This design comes from an exercise in tuning for small area, a short achievable clock period and few clock cycles on the open sky130 flow, not from production work. Function was checked by simulation only, so behaviour that the tests miss may differ from the original. No activity file was given, so power comes from the tool's default toggle rates.

// dcache_top
module dcache_top (
    input  logic        clk,
    input  logic        rst,             
    input  logic        dreq_valid,
    input  logic [31:0] dreq_addr,
    input  logic [3:0]  dreq_strobe,     
    input  logic [31:0] dreq_data,
    output logic        dresp_data_ok,   
    output logic [31:0] dresp_data,
    output logic        creq_valid,
    output logic        creq_is_write,
    output logic [31:0] creq_addr,       
    output logic [3:0]  creq_strobe,
    output logic [31:0] creq_data,       
    output logic        creq_burst,      
    input  logic        cresp_ready,
    input  logic        cresp_last,
    input  logic [31:0] cresp_data
);
For scale: roughly 210 I/O pins, roughly 100000 µm² of cells after synthesis.
==> module cache_ctrl, before the edit <==
module cache_ctrl (
    input  logic                            clk,
    input  logic                            resetn,     
    input  logic                            req_valid,
    input  logic [3:0]                      req_strobe,
    input  logic [31:0]                     req_data,
    input  logic                            uncached,
    input  logic [31:0]                     phys_addr,
    input  logic [26-1:0]         tag,
    input  logic [1:0]                      index,
    input  logic [1:0]                      word_sel,
    input  logic                            lookup_hit,
    input  logic [4-1:0]             lookup_hits,
    input  logic [1:0]                      lookup_hit_way,
    input  logic [1:0]                      lookup_victim_way,
    input  logic                            lookup_victim_dirty,
    input  logic [26-1:0]         lookup_victim_tag,
    input  logic [31:0]                     lookup_word,       
    output logic [1:0]                      rd_word,           
    output logic [4-1:0]             wb_way,            
    output logic                            resp_data_ok,
    output logic [31:0]                     resp_data,
    output logic                            mem_req_valid,
    output logic                            mem_req_is_write,
    output logic [31:0]                     mem_req_addr,
    output logic [3:0]                      mem_req_strobe,
    output logic [31:0]                     mem_req_data,
    output logic                            mem_req_burst,
    input  logic                            mem_resp_ready,
    input  logic                            mem_resp_last,
    input  logic [31:0]                     mem_resp_data,
    output logic [4-1:0]             refill_way,
    output logic [3:0]                      refill_word,
    output logic [4-1:0]             store_way,
    output logic [31:0]                     wr_data,
    output logic [4-1:0]             meta_we,
    output logic                            touch,
    output logic [1:0]                      touch_way
);
    localparam logic [2:0] IDLE      = 3'd0;
    localparam logic [2:0] WRITEBACK = 3'd1;
    localparam logic [2:0] REFILL    = 3'd2;
    localparam logic [2:0] UNCACHED  = 3'd3;
    localparam logic [2:0] RESPOND   = 3'd4;     
    logic [2:0]  state_q;
    logic [1:0]  beat_q;       
    logic [1:0]  wb_ptr_q;     
    logic        wb_first_q;
    logic [1:0]  way_q;        
    logic        bypass_q;     
    logic        wb_q;         
    logic [3:0]  rf_way_q;     
    logic [3:0]  rf_word_q;    
    logic [3:0]  hit_way_q;    
    logic        ok_q;
    logic        cvalid_q, cwrite_q, cburst_q;
    logic [31:0] caddr_q;
    logic [3:0]  cstrobe_q;
    logic [31:0] data_q;       
    logic [3:0]  way_oh;
    logic        store;
    logic        beat_done;
    logic        mem_done;     
    assign store     = |req_strobe;
    assign beat_done = mem_resp_ready && mem_resp_last;
    assign mem_done  = (state_q == REFILL || state_q == UNCACHED) && beat_done;
    assign way_oh    = 4'b0001 << way_q;
    assign rd_word = wb_q ? wb_ptr_q : word_sel;
    assign wb_way  = wb_q ? way_oh : 4'b0000;
    assign refill_way  = rf_way_q;
    assign refill_word = rf_word_q;
    assign store_way   = hit_way_q;
    for (genvar b = 0; b < 4; b++) begin : g_wdata
        assign wr_data[8*b +: 8] = (req_strobe[b] && (ok_q || beat_q == word_sel))
                                 ? req_data[8*b +: 8] : mem_resp_data[8*b +: 8];
    end
    assign meta_we   = hit_way_q | (beat_done ? rf_way_q : 4'b0000);
    assign touch     = |meta_we;
    assign touch_way = way_q;
    always_ff @(posedge clk) begin
        if (resetn) begin
            state_q   <= IDLE;
            wb_q      <= 1'b0;
            rf_way_q  <= 4'b0000;
            hit_way_q <= 4'b0000;
            ok_q     <= 1'b0;
            cvalid_q <= 1'b0;
        end else begin
            case (state_q)
                IDLE: begin
                    if (req_valid) begin
                        if (uncached) begin
                            cvalid_q <= 1'b1;
                            state_q  <= UNCACHED;
                        end else if (lookup_hit) begin
                            ok_q      <= 1'b1;
                            hit_way_q <= lookup_hits;
                            state_q   <= RESPOND;
                        end else begin
                            cvalid_q <= 1'b1;
                            state_q  <= lookup_victim_dirty ? WRITEBACK : REFILL;
                            wb_q     <= lookup_victim_dirty;
                            rf_way_q <= lookup_victim_dirty ? 4'b0000
                                      : 4'b0001 << lookup_victim_way;
                        end
                    end
                end
                WRITEBACK: begin
                    if (beat_done) begin
                        state_q  <= REFILL;
                        wb_q     <= 1'b0;
                        rf_way_q <= way_oh;
                    end
                end
                REFILL, UNCACHED: begin
                    if (beat_done) begin
                        cvalid_q <= 1'b0;
                        rf_way_q <= 4'b0000;
                        state_q  <= IDLE;
                    end
                end
                default: begin
                    ok_q      <= 1'b0;
                    hit_way_q <= 4'b0000;
                    state_q   <= IDLE;
                end
            endcase
        end
    end
    always_ff @(posedge clk) begin
        case (state_q)
            IDLE: begin
                way_q      <= lookup_hit ? lookup_hit_way : lookup_victim_way;
                bypass_q   <= uncached || (!lookup_hit && word_sel == 2'd3);
                beat_q     <= 2'd0;
                rf_word_q  <= 4'b0001;
                wb_ptr_q   <= 2'd0;
                wb_first_q <= 1'b1;
                cstrobe_q  <= uncached ? req_strobe : 4'hf;
                cburst_q   <= !uncached;
                if (uncached) begin
                    cwrite_q <= store;
                    caddr_q  <= phys_addr;
                end else if (lookup_victim_dirty) begin
                    cwrite_q <= 1'b1;
                    caddr_q  <= {lookup_victim_tag, index, 4'b0000};
                end else begin
                    cwrite_q <= 1'b0;
                    caddr_q  <= {tag, index, 4'b0000};
                end
            end
            WRITEBACK: begin
                if (wb_first_q || mem_resp_ready) wb_ptr_q <= wb_ptr_q + 2'd1;
                wb_first_q <= 1'b0;
                if (beat_done) begin
                    cwrite_q <= 1'b0;
                    caddr_q  <= {tag, index, 4'b0000};
                end
            end
            REFILL: begin
                if (mem_resp_ready) begin
                    beat_q    <= beat_q + 2'd1;
                    rf_word_q <= {rf_word_q[2:0], rf_word_q[3]};
                end
            end
            default: ;
        endcase
    end
    logic        data_en;
    logic [31:0] data_d;
    always_comb begin
        case (state_q)
            IDLE:      data_en = 1'b1;
            WRITEBACK: data_en = wb_first_q || mem_resp_ready;
            REFILL:    data_en = mem_resp_ready && (beat_q == word_sel);
            default:   data_en = 1'b0;
        endcase
    end
    assign data_d = lookup_word
                  | ({32{state_q == IDLE && uncached}} & req_data)
                  | ({32{state_q == REFILL}} & mem_resp_data);
    always_ff @(posedge clk) begin
        if (data_en) data_q <= data_d;
    end
    assign resp_data_ok     = ok_q || mem_done;
    assign resp_data        = bypass_q ? mem_resp_data : data_q;
    assign mem_req_valid    = cvalid_q;
    assign mem_req_is_write = cwrite_q;
    assign mem_req_addr     = caddr_q;
    assign mem_req_strobe   = cstrobe_q;
    assign mem_req_data     = data_q;
    assign mem_req_burst    = cburst_q;
endmodule
clock: 7.0 ns
lec_check: 0
cap_margin: 20
core_margin: 2
core_utilization: 65
cts_cluster_diameter: 70
cts_cluster_size: 24
place_density: 0.75
setup_slack_margin: 3.6
slew_margin: 20
standard.sh (not shown) runs the stock make flow with config.mk's settings and CLKGATE_MAP_FILE= SYNTH_SCRIPT=/design/flow/synth_recipe.tcl, a recipe that flattens the netlist after the stock synthesis.
==> flow/flow/run.sh <==
#!/bin/bash
# The standard layout (the standard.sh, standard synthesis included), with two
# changes to how it is made: the port buffers are buf_4 cells rather than the
# delay-type buffer buffer_ports picks by itself, and timing repair may resize a
# cell to one of another footprint. Make's full output goes to standard.log.
set -euo pipefail
bash standard.sh \
    "BUFFER_PORTS_ARGS=-buffer_cell sky130_fd_sc_hd__buf_4" \
    MATCH_CELL_FOOTPRINT=0 \
    finish > standard.log 2>&1
Testbench counts at the start, summed over its fixed seeds: cycles 95,055.
Change:
--- a/flow/design.v
+++ b/flow/design.v
@@ -183,12 +183,13 @@
     logic [1:0]  way_q;        
     logic        bypass_q;     
     logic        wb_q;         
     logic [3:0]  rf_way_q;     
     logic [3:0]  rf_word_q;    
     logic [3:0]  hit_way_q;    
+    logic        merge_q;      
     logic        ok_q;
     logic        cvalid_q, cwrite_q, cburst_q;
     logic [31:0] caddr_q;
     logic [3:0]  cstrobe_q;
     logic [31:0] data_q;       
     logic [3:0]  way_oh;
@@ -202,13 +203,13 @@
     assign rd_word = wb_q ? wb_ptr_q : word_sel;
     assign wb_way  = wb_q ? way_oh : 4'b0000;
     assign refill_way  = rf_way_q;
     assign refill_word = rf_word_q;
     assign store_way   = hit_way_q;
     for (genvar b = 0; b < 4; b++) begin : g_wdata
-        assign wr_data[8*b +: 8] = (req_strobe[b] && (ok_q || beat_q == word_sel))
+        assign wr_data[8*b +: 8] = (req_strobe[b] && merge_q)
                                  ? req_data[8*b +: 8] : mem_resp_data[8*b +: 8];
     end
     assign meta_we   = hit_way_q | (beat_done ? rf_way_q : 4'b0000);
     assign touch     = |meta_we;
     assign touch_way = way_q;
     always_ff @(posedge clk) begin
@@ -264,12 +265,13 @@
     always_ff @(posedge clk) begin
         case (state_q)
             IDLE: begin
                 way_q      <= lookup_hit ? lookup_hit_way : lookup_victim_way;
                 bypass_q   <= uncached || (!lookup_hit && word_sel == 2'd3);
                 beat_q     <= 2'd0;
+                merge_q    <= lookup_hit || word_sel == 2'd0;
                 rf_word_q  <= 4'b0001;
                 wb_ptr_q   <= 2'd0;
                 wb_first_q <= 1'b1;
                 cstrobe_q  <= uncached ? req_strobe : 4'hf;
                 cburst_q   <= !uncached;
                 if (uncached) begin
@@ -291,12 +293,13 @@
                     caddr_q  <= {tag, index, 4'b0000};
                 end
             end
             REFILL: begin
                 if (mem_resp_ready) begin
                     beat_q    <= beat_q + 2'd1;
+                    merge_q   <= beat_q + 2'd1 == word_sel;
                     rf_word_q <= {rf_word_q[2:0], rf_word_q[3]};
                 end
             end
             default: ;
         endcase
     end
=> The new run completed without violations; die area goes down by 0.87%; sequential power hardly moves; synthesized area went down by 0.88%; register-to-register slack is better by 0.24 ns; via count falls by 0.98%; global-route usage stays flat.
Testbench counts after the change, summed over its fixed seeds: cycles 95,055.

[afterwards: timing with drivers on the ports]
How much do the figures lean on ideal ports? The routed layouts below were timed once more, with nothing changed but the port constraints.
Step 1, drivers: a clkbuf_16 drives clk and a buf_2 each remaining input, both assumed.
Step 2 moves the port delays by t, midway between the first and last clock arrival at a register: inputs arrive t later, outputs are due t later. That takes back most of the time a late clock gives input paths.
Three values: no drivers, after step 1, after step 2; two values: the first two.
| run | t, ns | setup WS [ns] | pins driven straight from the clock port |
|---|---|---|---|
| the first run | 0.887 | 3.248 / 3.075 / 2.188 | 1 |
| the second run | 0.888 | 3.177 / 2.866 / 1.978 | 1 |
After both steps every run listed still meets setup and hold. The setup slack of the second run, which loses most, moves by -0.311 ns with the drivers and by -1.199 ns with both steps.
